This design comes from an exercise in tuning for small area and a short achievable clock period on the open sky130 flow, not from production work. In this exercise RTL edits were held to simulation tests only and were not proved equivalent to the original.

File: design/flow/design.v
`default_nettype none
module weight_bank #(
	parameter int num_elements = 8,
	parameter int coef_w = 5,
	parameter int num_slots = 4,
	parameter int elem_w = $clog2(num_elements)
) (
	input  logic                                       clock,
	input  logic                                       reset,
	input  logic                                       wr_en,
	input  logic [elem_w-1:0]                          wr_elem,
	input  logic [1:0]                                 wr_sel,
	input  logic [coef_w-1:0]                          wr_data,
	output logic [num_elements*num_slots*coef_w-1:0]   coefs
);
	logic [coef_w-1:0] bank_r [num_elements*num_slots];
	logic wr_hit;
	assign wr_hit = wr_en && (int'(wr_elem) < num_elements);
	always_ff @(posedge clock) begin
		if (reset) begin
			for (int k = 0; k < num_elements * num_slots; k++) begin
				bank_r[k] <= '0;   
			end
		end else if (wr_hit) begin
			bank_r[{wr_elem, wr_sel}] <= wr_data;   
		end
	end
	for (genvar k = 0; k < num_elements * num_slots; k++) begin : g_drive
		assign coefs[k*coef_w +: coef_w] = bank_r[k];
	end
endmodule
`default_nettype wire
`default_nettype none
module phase_shift #(
	parameter int sample_w = 10,
	parameter int coef_w = 5,
	parameter int shift_w = 15
) (
	input  logic                      clock,
	input  logic                      reset,
	input  logic signed [sample_w-1:0] sample_i,
	input  logic signed [sample_w-1:0] sample_q,
	input  logic signed [coef_w-1:0]   cos_1,
	input  logic signed [coef_w-1:0]   sin_1,
	input  logic signed [coef_w-1:0]   cos_2,
	input  logic signed [coef_w-1:0]   sin_2,
	output logic signed [shift_w-1:0]  out_i,
	output logic signed [shift_w-1:0]  out_q
);
	localparam int prod_w = sample_w + coef_w;
	localparam int term_w = prod_w + 1;
	localparam int sum_w = prod_w + 2;
	localparam logic signed [sum_w-1:0] shift_max = (2 ** (shift_w - 1)) - 1;
	localparam logic signed [sum_w-1:0] shift_min = -(2 ** (shift_w - 1));
	logic signed [prod_w-1:0] ii_1;
	logic signed [prod_w-1:0] iq_1;
	logic signed [prod_w-1:0] qi_1;
	logic signed [prod_w-1:0] qq_1;
	logic signed [prod_w-1:0] ii_2;
	logic signed [prod_w-1:0] iq_2;
	logic signed [prod_w-1:0] qi_2;
	logic signed [prod_w-1:0] qq_2;
	logic signed [term_w-1:0] i_term_1;
	logic signed [term_w-1:0] q_term_1;
	logic signed [term_w-1:0] i_term_2;
	logic signed [term_w-1:0] q_term_2;
	logic signed [sum_w-1:0] sum_i;
	logic signed [sum_w-1:0] sum_q;
	logic signed [shift_w-1:0] clamp_i;
	logic signed [shift_w-1:0] clamp_q;
	assign ii_1 = sample_i * cos_1;
	assign iq_1 = sample_i * sin_1;
	assign qi_1 = sample_q * cos_1;
	assign qq_1 = sample_q * sin_1;
	assign ii_2 = sample_i * cos_2;
	assign iq_2 = sample_i * sin_2;
	assign qi_2 = sample_q * cos_2;
	assign qq_2 = sample_q * sin_2;
	assign i_term_1 = ii_1 + qq_1;
	assign q_term_1 = qi_1 - iq_1;
	assign i_term_2 = ii_2 + qq_2;
	assign q_term_2 = qi_2 - iq_2;
	assign sum_i = i_term_1 + i_term_2;   
	assign sum_q = q_term_1 + q_term_2;
	always_comb begin
		if (sum_i > shift_max) begin
			clamp_i = shift_max[shift_w-1:0];
		end else if (sum_i < shift_min) begin
			clamp_i = shift_min[shift_w-1:0];
		end else begin
			clamp_i = sum_i[shift_w-1:0];
		end
		if (sum_q > shift_max) begin
			clamp_q = shift_max[shift_w-1:0];
		end else if (sum_q < shift_min) begin
			clamp_q = shift_min[shift_w-1:0];
		end else begin
			clamp_q = sum_q[shift_w-1:0];
		end
	end
	always_ff @(posedge clock) begin
		if (reset) begin
			out_i <= '0;
			out_q <= '0;
		end else begin
			out_i <= clamp_i;
			out_q <= clamp_q;
		end
	end
endmodule
`default_nettype wire
`default_nettype none
module beam_combiner #(
	parameter int num_elements = 8,
	parameter int shift_w = 15,
	parameter int beam_w = 16
) (
	input  logic                              clock,
	input  logic                              reset,
	input  logic [num_elements*shift_w-1:0]   elem_i,
	input  logic [num_elements*shift_w-1:0]   elem_q,
	output logic signed [beam_w-1:0]          out_i,
	output logic signed [beam_w-1:0]          out_q
);
	localparam int sum_w = shift_w + 3;
	localparam logic signed [sum_w-1:0] beam_max = (2 ** (beam_w - 1)) - 1;
	localparam logic signed [sum_w-1:0] beam_min = -(2 ** (beam_w - 1));
	logic signed [sum_w-1:0] sum_i;
	logic signed [sum_w-1:0] sum_q;
	logic signed [beam_w-1:0] clamp_i;
	logic signed [beam_w-1:0] clamp_q;
	always_comb begin
		sum_i = '0;
		sum_q = '0;
		for (int e = 0; e < num_elements; e++) begin
			sum_i = sum_i + $signed(elem_i[e*shift_w +: shift_w]);   
			sum_q = sum_q + $signed(elem_q[e*shift_w +: shift_w]);
		end
	end
	always_comb begin
		if (sum_i > beam_max) begin
			clamp_i = beam_max[beam_w-1:0];
		end else if (sum_i < beam_min) begin
			clamp_i = beam_min[beam_w-1:0];
		end else begin
			clamp_i = sum_i[beam_w-1:0];
		end
		if (sum_q > beam_max) begin
			clamp_q = beam_max[beam_w-1:0];
		end else if (sum_q < beam_min) begin
			clamp_q = beam_min[beam_w-1:0];
		end else begin
			clamp_q = sum_q[beam_w-1:0];
		end
	end
	always_ff @(posedge clock) begin
		if (reset) begin
			out_i <= '0;
			out_q <= '0;
		end else begin
			out_i <= clamp_i;
			out_q <= clamp_q;
		end
	end
endmodule
`default_nettype wire
`default_nettype none
module beamformer_top #(
	parameter int num_elements = 8,
	parameter int sample_w = 10,
	parameter int coef_w = 5,
	parameter int shift_w = 15,
	parameter int beam_w = 16,
	parameter int elem_w = $clog2(num_elements)
) (
	input  logic                               clock,
	input  logic                               reset,
	input  logic                               in_valid,
	input  logic [num_elements*sample_w-1:0]   sample_i,
	input  logic [num_elements*sample_w-1:0]   sample_q,
	input  logic                               wr_en,
	input  logic [elem_w-1:0]                  wr_elem,
	input  logic [1:0]                         wr_sel,
	input  logic [coef_w-1:0]                  wr_data,
	output logic                               out_valid,
	output logic [beam_w-1:0]                  out_i,
	output logic [beam_w-1:0]                  out_q
);
	localparam int num_slots = 4;
	logic [num_elements*num_slots*coef_w-1:0] coefs;
	logic [num_elements*shift_w-1:0] elem_i;
	logic [num_elements*shift_w-1:0] elem_q;
	logic [1:0] valid_pipe;
	weight_bank #(
		.num_elements(num_elements),
		.coef_w      (coef_w),
		.num_slots   (num_slots)
	) u_weight_bank (
		.clock  (clock),
		.reset  (reset),
		.wr_en  (wr_en),
		.wr_elem(wr_elem),
		.wr_sel (wr_sel),
		.wr_data(wr_data),
		.coefs  (coefs)
	);
	for (genvar e = 0; e < num_elements; e++) begin : g_elem
		phase_shift #(
			.sample_w(sample_w),
			.coef_w  (coef_w),
			.shift_w (shift_w)
		) u_phase_shift (
			.clock   (clock),
			.reset   (reset),
			.sample_i(sample_i[e*sample_w +: sample_w]),
			.sample_q(sample_q[e*sample_w +: sample_w]),
			.cos_1   (coefs[(num_slots*e+0)*coef_w +: coef_w]),
			.sin_1   (coefs[(num_slots*e+1)*coef_w +: coef_w]),
			.cos_2   (coefs[(num_slots*e+2)*coef_w +: coef_w]),
			.sin_2   (coefs[(num_slots*e+3)*coef_w +: coef_w]),
			.out_i   (elem_i[e*shift_w +: shift_w]),
			.out_q   (elem_q[e*shift_w +: shift_w])
		);
	end
	beam_combiner #(
		.num_elements(num_elements),
		.shift_w     (shift_w),
		.beam_w      (beam_w)
	) u_beam_combiner (
		.clock (clock),
		.reset (reset),
		.elem_i(elem_i),
		.elem_q(elem_q),
		.out_i (out_i),
		.out_q (out_q)
	);
	always_ff @(posedge clock) begin
		if (reset) begin
			valid_pipe <= '0;
		end else begin
			valid_pipe <= {valid_pipe[0], in_valid};
		end
	end
	assign out_valid = valid_pipe[1];
endmodule
`default_nettype wire
File: design/flow/run.sh
#!/bin/bash
# synth_recipe.tcl (not shown) runs the flow's synth.tcl, then flattens the netlist and writes it again
# the make line also repeats each setting of config.mk as NAME=value (left out here)
make -C /OpenROAD-flow-scripts/flow DESIGN_CONFIG=/design/flow/config.mk WORK_HOME=/design/flow/orfs CLKGATE_MAP_FILE= SYNTH_SCRIPT=/design/flow/synth_recipe.tcl finish
File: design/flow/config.mk
export PLATFORM = sky130hd
export DESIGN_NAME = beamformer_top
export DESIGN_NICKNAME = beamformer_top
export VERILOG_FILES = /design/flow/design.v
export SDC_FILE = /design/flow/constraint.sdc
export NUM_CORES = 4
export LEC_CHECK = 0
export CAP_MARGIN = 20
export CORE_MARGIN = 2
export CORE_UTILIZATION = 40
export SLEW_MARGIN = 20
File: design/flow/constraint.sdc
create_clock -name core_clock -period 9.0 [get_ports {clock}]
set_input_delay 1.8000 -clock core_clock [delete_from_list [all_inputs] [get_ports {clock}]]
set_output_delay 1.8000 -clock core_clock [all_outputs]
set_load 0.01 [all_outputs]
==> results.cfg <==
[critical_path]
reg2reg_slack_ns = 0.89
cp-end-kind = flop
cp.required_ns = 9.44
r2r-end = g_elem[0].u_phase_shift.out_q[0]
arrival_ns = 9.02
cp_max_fo = 14
path_class = in -> reg
worstRegToRegCells = 23
crit-reg2reg-launch = u_weight_bank.bank_r[0][4]
critPathLaunchType = input pin

[drt]
first_pass_iters = 8
vias_per_cell = 4.87
postRouteAntennaNets = 0
wl_per_cell_um = 19.5
dr_total_vias = 103000
drt_iter0_markers = 6376
drt-total-wl_um = 411000
drc = 0

[layout]
seq_area_mm2 = 0.0103
layout.nets = 21100
syn_to_final_growth_pct = 8.70
multi_input_area_mm2 = 0.121
drive_above_1_share_pct = 4.81
fillers = 36400
fin_util_pct = 43.7

[placed_design]
place.gp.congestion = 0.905
port_buffers = 206
place_ws_ns = -0.137
hpwl_um = 340000

[sta]
slew_headroom_pct = 21.6
max_freq_ghz = 0.116
period_share_pct = 95.4
hold_slack_ns = 0.434
report.final.slew_viol_count = 0
fin_ws_ns = 0.414
hold_viol = 0
tightest_slew_ns = 1.17
skew_ns = 0.0499
setup_viol = 0
rsz0062_at_grt = no
fin_crit_ns = 8.59

[floorplan]
initial_core_util_pct = 40.2
fp.dieW_um = 616
io_pins = 207
die_h_um = 616
row_count = 224
coreArea_mm2 = 0.373
die_area_mm2 = 0.380

[run_status]
outcome = no timing/DRC/antenna violations

[global_routing]
antenna_found_initial = 33
overflow = 0
grtUsageTotal_pct = 22.6
grt_pass1_wl_um = 661000
grt_pass1_vias = 112000
grt_max_degree = 46

[synthesis]
async_flop_share_pct = 0
synth.ff_latch_count = 434
netlist_area_mm2 = 0.150
syn_inst = 15900
ys_warn_count = 4
avgSynthCellArea_um2 = 9.43
ys_seq_area_share_pct = 6.87
ys_types = 102
ys.flop_type = dfxtp_1
synth-edff-count = 160

[clock_network]
clkSlewWorstSetupHoldPaths_ns = 0.06
numCtsBuffers = 48
h-tree-depth = 2
cts_tree = built
clk_path_buf_depth = 3
hold_buffers = 0
cts_sinks = 434
post-cts-setup-buffers = 0
clock_latency_ns = 0.66
cts_root_buf = clkbuf_16
post_cts_resized = 0

[min_path]
hold_path_end = valid_pipe[1]
hp-class = reg -> reg
hold_depth = 1
hp-start = valid_pipe[0]

[job]
max_cap_violations = 0
-- critical path, cell delays in order --
cell and delay (ns):
clkdlybuf4s50_1 0.59, buf_4 0.31, and2_1 0.20, fa_1 0.54, inv_1 0.05, fa_1 0.49
inv_1 0.06, fa_1 0.49, fa_1 0.59, fa_1 0.43, fa_1 0.49, inv_1 0.05
fa_1 0.48, inv_1 0.04, ha_1 0.28, o21a_1 0.23, a21o_1 0.22, a2111o_1 0.46
and3_1 0.23, o311ai_2 0.41, nand2b_1 0.31, o21ai_0 0.27
-- cell usage in the layout (no fill, tap or decap), drive strengths merged, types with 265 or more instances in the layout --
cell type,synthesis,final
xnor2,294,294
inv,4204,4209
buf,28,616
fa,3650,3650
nand2,1437,1437
nor2,474,474
o21ai,284,284
and2,1447,1447
ha,1246,1246
nand2b,265,265
dfxtp,274,274
-- flip-flops by register name (all words and copies together) (netlist names) --
| register | cells |
|---|---|
| g_elem.u_phase_shift.out_i | 120 |
| g_elem.u_phase_shift.out_q | 120 |
| u_beam_combiner.out_i | 16 |
| u_beam_combiner.out_q | 16 |
| u_weight_bank.bank_r | 160 |
| valid_pipe | 2 |
-- synthesized netlist by cell type, types with 11 or more instances --
cell      number  area (µm²)
a21o_1       151        1130
nor3_1        53         265
o211ai_1      23         173
nor4_1        12        75.1
nor2_1       474        1780
clkbuf_1     705        2650
o21bai_1      41         308
and3_1        25         156
o31ai_1       26         195
o21ai_0      276        1380
nor2b_1      171        1070
o211a_1       11         110
nand3b_1      17         128
fa_1        3650       73100
and2_1      1446        9050
a31oi_1       37         231
a21oi_1      235        1180
xnor3_1       21         473
nand2_1     1436        5390
dfxtp_1      274        5490
or3_1         13        81.3
o21a_1       104         781
buf_2         18        90.1
nand3_1       67         335
or2_2         11        68.8
o22ai_1       20         125
ha_1        1246       15600
xor2_1       140        1230
inv_1       4204       15800
nand2b_1     265        1660
xnor2_1      289        2530
edfxtp_1     160        4800
a211oi_1      57         428
nand4_1       24         150
-- area by class of cell --
type,instances,area share [%]
repair buffers,816,4.81
diodes,15,0.0230
clock inverters,26,0.161
clock buffers,64,0.849
well taps,4972,3.82
multi-input cells,10500,74.3
flip-flops and latches,434,6.32
inverters,4204,9.69
-- kinds of logic after synthesis --
kind of cell             after synthesis  share of synthesized area [%]
flip-flops                           434                           6.87
AO/OA/AOI/OAI                       1094                           4.81
buffers and inverters               4937                           12.4
other                                  1                        0.00250
XOR/XNOR                             457                           2.91
multiplexers                          19                          0.142
adder cells (fa/ha/maj)             4896                           59.2
AND/OR/NAND/NOR                     4054                           13.7
-- worst max path at each step --
stage	slack [ns]	startpoint	depth (start not counted)	endpoint
2_1_floorplan	0.57	sample_i[19]	24	g_elem[1].u_phase_shift.out_q[10]
3_3_place_gp	-0.10	sample_i[23]	22	g_elem[2].u_phase_shift.out_i[11]
3_5_place_dp	-0.14	sample_q[9]	21	g_elem[0].u_phase_shift.out_i[5]
4_1_cts	0.51	sample_q[9]	21	g_elem[0].u_phase_shift.out_i[5]
5_1_grt	0.14	sample_q[79]	22	g_elem[7].u_phase_shift.out_q[9]
6_report	0.41	sample_i[23]	22	g_elem[2].u_phase_shift.out_i[5]
-- per-layer routing --
layer  global-route usage [%]  part of all wire, %  vias to the layer above
met5                        0                0.022                        -
met4                     6.47                  3.4                       14
met3                     2.95                  6.1                      503
met2                     37.1                   47                     2644
met1                     31.2                   43                    53100
li1                         -                    -                    46400
-- stage by stage --
step           instances  TNS (ns)  area [µm²]
3_5_place_dp       21000     -3.81      161000
2_1_floorplan      15900         0      150000
5_1_grt            21100         0      163000
4_1_cts            21100         0      163000
6_report           21100         0      163000
3_3_place_gp       21000     -2.38      161000

==> what the ideal ports hide <==
The flow's constraints put no driver on any port. The routed layout listed below was extracted and timed again, unchanged, in two steps.
Step 1 (the two cells are an assumption about what drives the block):
set clk [get_ports {clock}]
set_driving_cell -lib_cell sky130_fd_sc_hd__clkbuf_16 $clk
set_driving_cell -lib_cell sky130_fd_sc_hd__buf_2 [delete_from_list [all_inputs] $clk]
Step 2 adds t to the input delays and takes it off the output delays; t is the mean of the earliest and latest rising clock arrival at the registers after step 1. Input paths then give back, and output paths get back, about the clock's delay inside the block.
Slacks: ideal / step 1 / step 2; pairs: ideal / step 1.
t (ns): 0.716
setup slack, ns: 0.414 / 0.449 / -0.267
hold WS [ns]: 0.434 / 0.434 / 0.434
worst setup path at the end: input to register
latest minus earliest clock arrival (ns): 0.053 / 0.053
Met with ideal ports but missed after step 2: setup timing in this run. The setup slack of this run moves by +0.035 ns with the drivers and by -0.681 ns with both steps.
